Source: an optimization exercise on an open RTL-to-GDS flow (aim: small area, a short achievable clock period and few clock cycles per item). Production flows keep margins and buffers that such runs may drop.
Function was checked by simulation only, so behaviour that the tests miss may differ from the original.
Power is estimated from default activity; no workload was simulated.

<file path="flow/design.v">
package fra_pkg;
  localparam int OPERAND_BITS_DEF = 16;   
  localparam int FIELD_W          = 16;   
  localparam int RES_NUM_W        = 33;
  localparam int RES_DEN_W        = 32;
  typedef enum logic [1:0] {
    OP_ADD = 2'd0,
    OP_SUB = 2'd1,
    OP_MUL = 2'd2,
    OP_DIV = 2'd3
  } fra_op_e;
  typedef enum logic {
    STATUS_OK   = 1'b0,
    STATUS_ZERO = 1'b1
  } fra_status_e;
  typedef struct packed {
    fra_op_e            opcode;
    logic signed [15:0] num_a;
    logic signed [15:0] den_a;
    logic signed [15:0] num_b;
    logic signed [15:0] den_b;
  } fra_in_t;
  typedef struct packed {
    logic signed [RES_NUM_W-1:0] res_num;
    logic signed [RES_DEN_W-1:0] res_den;
    fra_status_e                 status;
  } fra_out_t;
endpackage
module fraction_arith_reduce (
  input  logic              clk_i,
  input  logic              rst_ni,
  input  logic              in_valid_i,
  output logic              in_stall_o,
  input  fra_pkg::fra_in_t  in_data_i,
  output logic              out_valid_o,
  input  logic              out_stall_i,
  output fra_pkg::fra_out_t out_data_o
);
  typedef enum logic [2:0] {
    S_IDLE = 3'd0,
    S_PREP = 3'd1,
    S_MUL  = 3'd2,
    S_COMB = 3'd3,
    S_GCD  = 3'd4,
    S_OUT  = 3'd5
  } state_e;
  state_e state_q;
  logic [32:0] x_q, y_q, k00_q, k01_q;
  logic [31:0] k10_q, k11_q;
  logic [1:0]  op_q;
  logic        sp_q, sr_q, st_q;
  logic [4:0]  cnt_q;
  logic in_xfer, out_xfer;
  assign out_valid_o = (state_q == S_OUT);
  assign out_xfer    = out_valid_o && !out_stall_i;
  assign in_stall_o  = !((state_q == S_IDLE) || out_xfer);
  assign in_xfer     = in_valid_i && !in_stall_o;
  logic [32:0] dxy, dyx, s0;
  logic [32:0] s1;
  assign dxy = x_q - y_q;
  assign dyx = y_q - x_q;
  assign s0  = k00_q + k01_q;
  assign s1  = {1'b0, k10_q} + {1'b0, k11_q};
  logic [15:0] ia, ib, ic, id;
  logic        sa, sb, sc, sd, tau, addsub_in;
  assign ia = in_data_i.num_a;
  assign ib = in_data_i.den_a;
  assign ic = in_data_i.num_b;
  assign id = in_data_i.den_b;
  assign sa = ia[15];
  assign sb = ib[15];
  assign sc = ic[15];
  assign sd = id[15];
  assign addsub_in = !in_data_i.opcode[1];
  assign tau = addsub_in ? (sa ^ sb ^ sd ^ in_data_i.opcode[0]) : sc;
  logic [15:0] mag_a, mag_b, mag_d;
  logic [16:0] tc;
  logic        addsub;
  assign mag_d  = s0[15:0];
  assign tc     = s0[32:16];
  assign mag_a  = s1[15:0];
  assign mag_b  = s1[31:16];
  assign addsub = !op_q[1];
  logic [15:0] m00, m10, mx, mor;
  logic [4:0]  mlen;
  assign m00 = (op_q == 2'd2) ? tc[15:0] : mag_d;
  assign m10 = (op_q == 2'd3) ? tc[15:0] : mag_d;
  assign mx  = addsub ? mag_b : 16'd0;
  assign mor = m00 | m10 | mx;
  always_comb begin
    mlen = 5'd0;
    for (int i = 0; i < 16; i++) if (mor[i]) mlen = 5'(i + 1);
  end
  logic yneg, nz, dz, sgn;
  assign yneg = dyx[32];
  assign nz   = (x_q == y_q);
  assign dz   = (k10_q == 32'd0);
  assign sgn  = sp_q ^ yneg ^ (sr_q & !dz);
  logic x0, y0, xgt;
  assign x0  = x_q[0];
  assign y0  = y_q[0];
  assign xgt = dyx[32];
  always_ff @(posedge clk_i) begin
    if (in_xfer) begin
      k00_q <= {{17{tau}} ^ {ic[15], ic}, {16{sd}} ^ id};
      k01_q <= {16'd0, tau, 15'd0, sd};
      k10_q <= {{16{sb}} ^ ib, {16{sa}} ^ ia};
      k11_q <= {15'd0, sb, 15'd0, sa};
      op_q  <= in_data_i.opcode;
      sp_q  <= (in_data_i.opcode == 2'd2) ? (sa ^ sc) : (sa ^ sd);
      sr_q  <= (in_data_i.opcode == 2'd3) ? (sb ^ sc) : (sb ^ sd);
    end else begin
      unique case (state_q)
        S_PREP: begin
          k01_q <= {1'b0, mag_a, 16'd0};
          k11_q <= {mag_b, 16'd0};
          k00_q <= {17'd0, m00};
          k10_q <= {16'd0, m10};
          x_q   <= {17'd0, mx};
          y_q   <= {tc, 16'd0};
          cnt_q <= mlen;
        end
        S_MUL: begin
          k00_q <= k00_q[0] ? {1'b0, s0[32:1]} : {1'b0, k00_q[32:1]};
          k10_q <= k10_q[0] ? s1[32:1] : {1'b0, k10_q[31:1]};
          x_q   <= x_q[0] ? {dxy[32], dxy[32:1]} : {x_q[32], x_q[32:1]};
          cnt_q <= cnt_q - 5'd1;
          if (cnt_q <= 5'd1)
            y_q <= k00_q[0] ? {1'b0, s0[32:1]} : {1'b0, k00_q[32:1]};
        end
        S_COMB: begin
          x_q   <= yneg ? dxy : dyx;
          y_q   <= nz ? 33'd0 : {1'b0, k10_q};
          k00_q <= nz ? 33'd0 : (sgn ? {33{1'b1}} : 33'd1);
          k01_q <= 33'd0;
          k10_q <= {31'd0, nz & !dz};
          k11_q <= 32'd1;
          st_q  <= nz & dz;
        end
        S_GCD: begin
          if (!x0 && !y0) begin
            if (x_q[1] || y_q[1]) begin
              x_q <= x_q >> 1;
              y_q <= y_q >> 1;
            end else begin
              x_q <= x_q >> 2;
              y_q <= y_q >> 2;
            end
          end else if (!x0) begin
            if (x_q[1]) begin
              x_q   <= x_q >> 1;
              k00_q <= k00_q << 1;
              k10_q <= k10_q << 1;
            end else begin
              x_q   <= x_q >> 2;
              k00_q <= k00_q << 2;
              k10_q <= k10_q << 2;
            end
          end else if (!y0) begin
            if (y_q[1]) begin
              y_q   <= y_q >> 1;
              k01_q <= k01_q << 1;
              k11_q <= k11_q << 1;
            end else begin
              y_q   <= y_q >> 2;
              k01_q <= k01_q << 2;
              k11_q <= k11_q << 2;
            end
          end else if (xgt) begin
            k01_q <= s0;
            k11_q <= s1[31:0];
            if (dxy[1]) begin
              x_q   <= dxy >> 1;
              k00_q <= k00_q << 1;
              k10_q <= k10_q << 1;
            end else begin
              x_q   <= dxy >> 2;
              k00_q <= k00_q << 2;
              k10_q <= k10_q << 2;
            end
          end else begin
            k00_q <= s0;
            k10_q <= s1[31:0];
            if (dyx[1]) begin
              y_q   <= dyx >> 1;
              k01_q <= k01_q << 1;
              k11_q <= k11_q << 1;
            end else begin
              y_q   <= dyx >> 2;
              k01_q <= k01_q << 2;
              k11_q <= k11_q << 2;
            end
          end
        end
        default: ;
      endcase
    end
  end
  always_ff @(posedge clk_i or negedge rst_ni) begin
    if (!rst_ni) begin
      state_q <= S_IDLE;
    end else begin
      unique case (state_q)
        S_IDLE: if (in_xfer) state_q <= S_PREP;
        S_PREP: state_q <= S_MUL;
        S_MUL:  if (cnt_q <= 5'd1) state_q <= S_COMB;
        S_COMB: state_q <= (nz || dz) ? S_OUT : S_GCD;
        S_GCD:  if (x0 && y0 && !xgt && nz) state_q <= S_OUT;
        S_OUT:  if (out_xfer) state_q <= in_xfer ? S_PREP : S_IDLE;
        default: state_q <= S_IDLE;
      endcase
    end
  end
  assign out_data_o.res_num = k00_q;
  assign out_data_o.res_den = k10_q;
  assign out_data_o.status  = fra_pkg::fra_status_e'(st_q);
endmodule
module fra_top (
  input  logic        clk_i,
  input  logic        rst_ni,
  input  logic        in_valid_i,
  output logic        in_stall_o,
  input  logic [1:0]  in_op_i,
  input  logic [15:0] in_num_a_i,
  input  logic [15:0] in_den_a_i,
  input  logic [15:0] in_num_b_i,
  input  logic [15:0] in_den_b_i,
  output logic        out_valid_o,
  input  logic        out_stall_i,
  output logic [32:0] out_num_o,
  output logic [31:0] out_den_o,
  output logic        out_status_o
);
  fra_pkg::fra_in_t  in_data;
  fra_pkg::fra_out_t out_data;
  assign in_data.opcode = fra_pkg::fra_op_e'(in_op_i);
  assign in_data.num_a  = in_num_a_i;
  assign in_data.den_a  = in_den_a_i;
  assign in_data.num_b  = in_num_b_i;
  assign in_data.den_b  = in_den_b_i;
  fraction_arith_reduce u_core (
    .clk_i       (clk_i),
    .rst_ni      (rst_ni),
    .in_valid_i  (in_valid_i),
    .in_stall_o  (in_stall_o),
    .in_data_i   (in_data),
    .out_valid_o (out_valid_o),
    .out_stall_i (out_stall_i),
    .out_data_o  (out_data)
  );
  assign out_num_o    = out_data.res_num;
  assign out_den_o    = out_data.res_den;
  assign out_status_o = out_data.status;
endmodule
</file>
<file path="flow/run.sh">
#!/bin/bash
# synth_recipe.tcl (not shown) runs the flow's synth.tcl, then flattens the netlist and writes it again
# the make line also repeats each setting of config.mk as NAME=value (left out here)
make -C /OpenROAD-flow-scripts/flow DESIGN_CONFIG=/design/flow/config.mk WORK_HOME=/design/flow/orfs CLKGATE_MAP_FILE= SYNTH_SCRIPT=/design/flow/synth_recipe.tcl finish
</file>
<file path="flow/config.mk">
export PLATFORM = sky130hd
export DESIGN_NAME = fra_top
export DESIGN_NICKNAME = fra_top
export VERILOG_FILES = /design/flow/design.v
export SDC_FILE = /design/flow/constraint.sdc
export NUM_CORES = 4
export LEC_CHECK = 0
export CAP_MARGIN = 20
export CORE_MARGIN = 2
export CORE_UTILIZATION = 40
export SLEW_MARGIN = 20
</file>
<file path="flow/constraint.sdc">
create_clock -name core_clock -period 10.0 [get_ports {clk_i}]
set_input_delay 2.0000 -clock core_clock [delete_from_list [all_inputs] [get_ports {clk_i}]]
set_output_delay 2.0000 -clock core_clock [all_outputs]
set_load 0.01 [all_outputs]
</file>
==> run notes <==
The run finished with no timing, DRC or antenna violations. The number of cells on the worst reg-to-reg path is 16. Counting every sink on the clock net gives 209. The synthesized design contains 145 enable-type register cells. In the final layout, flip-flops and latches occupy 5650 µm². The routed layout has 27,942 vias.

The CTS clock-pin slew for the worst setup and hold paths works out to 0.06 ns. The sequential power share is 35.8%. After the first detailed-routing iteration, the DRC count stood at 3,511.

The count of final hold-check violations was 0; the clock latency on the worst-skew pair was 0.57 ns. The slew at the pin with the worst max-slew slack is 1.22 ns. The via density per instance was 6.65. The classification of the worst setup path was reg2reg. For this run, the post-layout net count is 3,531. Across the VDD grid, the largest voltage drop is 132 µV. The tool flagged a number of max-cap violations equal to 0.

By instance count, the leading cell after synthesis is nand2_1. Setup violations remaining at the end of the flow were counted as 0. The initial antenna violation count was 1; the switching share of power was 39.3%.

For the number of buffers added to fix hold violations after cts, the log shows 0. For the half-perimeter wire length after placement, the log shows 82.3 mm. For this run, the leading register cell type out of synthesis is edfxtp_1. Derived from the worst setup path, the maximum achievable clock frequency is 162 MHz. The count of synthesis-stage warnings from yosys is 1. STA classifies the critical path endpoint as a register. Port buffering added 137 buffers. Once the floorplan was initialized, standard cells occupied 40.5% of the core.

The run gives 3,349 as the synthesized instance count. After layout, the worst setup slack is 3.82 ns. Number of antenna-violating nets in the routed design: 0.

STA puts the critical path data arrival time at 6.54 ns. In the routed design, unresolved DRC markers number 0. The design internal power was 2000 µW; the data required time of the worst path was 10.36 ns. Ranked by instance count, the synthesized netlist is headed by 352 x nand2_1, 320 x a21oi_1, 281 x o21ai_0. The synthesized netlist devotes 6.67% of its cell area to adder and majority cells.

The cell count of the worst hold path is 2, and the summed negative setup slack over all endpoints is 0 ns. Combinational logic is responsible for 34.6% of the overall power. Post-CTS repair changed the size of 0 cells. The reported leakage power was 0.0117 µW; the fraction of synthesized cell area taken by the top area cell type was 16.7%. The run gives 3,556 as the net count of the mapped netlist. The clock group share of total power was 29.6%.

The pin count of the biggest net entering global routing came out at 71. The tools report the via count of the first global-routing pass as 25,615. The mapped netlist covers 26,200 µm². The net switching power came out at 1290 µW. For the I/O pin total, the log shows 138.

Timing analysis after detailed placement gives a worst setup slack of 4.04 ns. The tools report the count of final max-slew check failures as 0. The highest fanout seen on the critical path is 70. The first global-routing pass estimated 168 mm of wire.

The number of different library cells used by synthesis comes to 104. Each instance of the synthesized netlist takes up on average 7.81 µm². STA classifies the critical path startpoint as a register.

Measured on the finished design, the core utilization comes to 45.0%. Cell taking the most area after synthesis: edfxtp_1. In the final layout, the multi-input gates occupy 19,100 µm². No sink is reached through more buffers than the 3 on the longest clock path. From left edge to right edge, the die measures 260 µm. Dividing the detail-routed wire length by the instance count gives 27.2 µm. At the end of routability-driven placement, the weighted congestion stood at 0.956. The area overhead of the layout relative to synthesis was 11.0%; the total congestion overflow was 0. The synthesized netlist devotes 31.0% of its cell area to compound gates. The floorplan has 93 rows. The run gives 1 as the maximum level of the CTS H-tree.

Setup repair after global routing left no endpoint under its margin. The die covers 67,400 µm². The filler cells instantiated in the layout total 6,538. The dominant combinational cell family by area after synthesis is compound AO/OA/AOI/OAI gates. The post-layout total power was 3290 µW; the share of synthesized registers carrying an async set or reset was 1.44%. TritonCTS built the clock tree.

The tools report the final routed wirelength across all metal layers as 114 mm. Buffers added to address setup during post-CTS repair amount to 0. The simple-gate share of the synthesized area is 14.1%, and the clock tree skew after final layout is 0.0185 ns. The power per standard cell area was 113 nW/µm²; the total track usage was 32.5%. The first TritonRoute pass finished after 7 iterations.

The post-synthesis sequential element count is 209, and the final critical-path required period is 6.18 ns. In this run the vertical extent of the chip is 260 µm. Sequential elements use 21.6% of the synthesized area. Cells with a size suffix above 1 make up 8.46% of the layout. Yosys attributes the largest share of cell area to edfxtp_1 17%, mux2i_1 9.7%, ha_1 6.4%.

CTS placed an instance of clkbuf_16 at the clock tree root. For the relative slew slack, the log shows 18.5%. Measured against the total synthesized area, the mux share comes to 14.2%.

The tightest min-delay check is of the reg2reg type. The total area inside the core boundary comes to 64,600 µm². Of the available clock period, the critical path in the final layout requires 61.8%. The synthesized netlist devotes 6.66% of its cell area to XOR and XNOR gates. In this run, CTS created clock tree buffers numbering 27.
-- logic make-up after synthesis --
group,count (synthesis)
AO/OA/AOI/OAI,1243
AND/OR/NAND/NOR,827
buffers and inverters,378
multiplexers,358
flip-flops,209
XOR/XNOR,197
adder cells (fa/ha/maj),137
-- power by group through the flow --
| stage | clock network (µW) | registers, µW | logic (µW) |
|---|---|---|---|
| 5_1_grt | 1000 | 1180 | 1200 |
| 3_3_place_gp | 0 | 1180 | 1090 |
| 4_1_cts | 971 | 1170 | 1100 |
| 6_report | 974 | 1180 | 1140 |
| 2_1_floorplan | 0 | 1110 | 733 |
| 3_5_place_dp | 0 | 1190 | 1100 |
-- layout by cell type, fill, tap and decap left out, types with 15 or more instances in the layout --
master,netlist,layout
xor2_1,64,64
o221ai_1,34,34
o22ai_1,66,66
a211o_1,21,21
nor2_1,226,221
nor2b_1,24,24
nor3_1,43,42
nor4_1,18,18
a222oi_1,29,29
buf_4,4,73
clkbuf_16,0,28
a221oi_1,24,24
ha_1,133,133
a21oi_1,320,320
mux2i_1,253,252
o21ai_1,51,50
o211ai_1,69,69
o21ai_0,281,281
o21a_1,21,21
a21o_1,49,49
nand2b_1,19,19
mux2_2,105,105
nand3_1,46,46
a211oi_1,51,51
o21bai_1,17,17
nand4_1,25,25
inv_1,111,109
xnor2_1,131,131
clkdlybuf4s50_1,0,137
a31oi_1,32,32
and2_1,15,15
edfxtp_1,145,145
dfxtp_1,61,61
a221o_1,21,21
nand2_1,352,348
a22oi_1,15,15
-- path summary, 6_finish.rpt --
check                                  from                end  slack, ns
setup / recovery              u_core.y_q[0]   u_core.k00_q[32]       3.82
hold / removal             u_core.k11_q[31]   u_core.k11_q[31]       0.46
setup reg to reg              u_core.y_q[0]   u_core.k00_q[32]       3.82
hold reg to reg            u_core.k11_q[31]   u_core.k11_q[31]       0.46
max in group asynchronous            rst_ni  u_core.state_q[0]       8.12
min in group asynchronous            rst_ni  u_core.state_q[1]       1.67
-- sequential cells by signal (all words and copies together), names as in the netlist --
| signal | cells |
|---|---|
| u_core.k11_q | 32 |
| u_core.k00_q | 33 |
| u_core.cnt_q | 5 |
| u_core.st_q | 1 |
| u_core.x_q | 33 |
| u_core.y_q | 33 |
| u_core.op_q | 2 |
| u_core.sr_q | 1 |
| u_core.state_q | 3 |
| u_core.sp_q | 1 |
| u_core.k01_q | 33 |
| u_core.k10_q | 32 |
-- worst max-delay path, cell delays in order (launching register included) --
cell	delay [ns]
edfxtp_1	0.38
inv_1	0.78
ha_1	0.33
inv_1	0.08
fa_4	0.47
a21o_1	0.19
a21o_1	0.20
a21oi_1	0.17
a31oi_1	0.22
o21ai_1	0.34
o21ai_2	0.22
xor2_4	0.29
buf_4	0.71
xnor2_1	0.21
and2_1	0.97
nor2_1	0.19
o311ai_0	0.15
-- layout make-up --
type | instances | area share [%]
sequential | 209 | 19.5
clock inverter | 5 | 0.112
tap | 855 | 3.68
inverter | 114 | 1.47
multi-input combinational | 2762 | 65.9
clock buffer | 44 | 2.76
antenna | 1 | 0.00862
timing repair buffer | 210 | 6.61
-- per-stage QoR --
step	hold WS, ns	cells	cell area [µm²]
after CTS	0.463	4199	29000
after floorplan	0.431	3349	26200
after global routing	0.516	4199	29000
final	0.464	4200	29000
after global placement	0.451	4150	28200
after detailed placement	0.454	4150	28200
-- layer usage --
metal | wire (µm) | vias up | global-route usage (%)
li1 | - | 12538 | -
met1 | 46400 | 13344 | 43.6
met2 | 48500 | 1719 | 48.7
met3 | 11700 | 341 | 6.07
met4 | 7620 | 0 | 19.0
met5 | 0 | - | 0
Testbench counts, summed over its fixed seeds: cycles 87,517, items 3,200.

-- afterwards: timing with drivers on the ports --
No port has a modelled driver above. Below, the same layout with a new extraction and two added sets of constraints. Step 1, drivers: a clkbuf_16 drives clk_i and a buf_2 each remaining input, both assumed. Step 2 also shifts input and output timing later by t, the mid clock arrival at the registers, as if the neighbouring blocks saw the same clock. a / b / c = ideal / step 1 / step 2; a / b = the first two.
t (ns): 0.621
setup WS [ns]: 3.822 / 3.822 / 3.822
hold WS [ns]: 0.464 / 0.464 / 0.464
worst slew at a driven data input, ns: 0.06
pins driven straight from the clock port: 1
After both steps setup and hold are still met in this run. For this run, drivers alone change the setup slack by 0.000 ns; drivers and shift together by 0.000 ns.
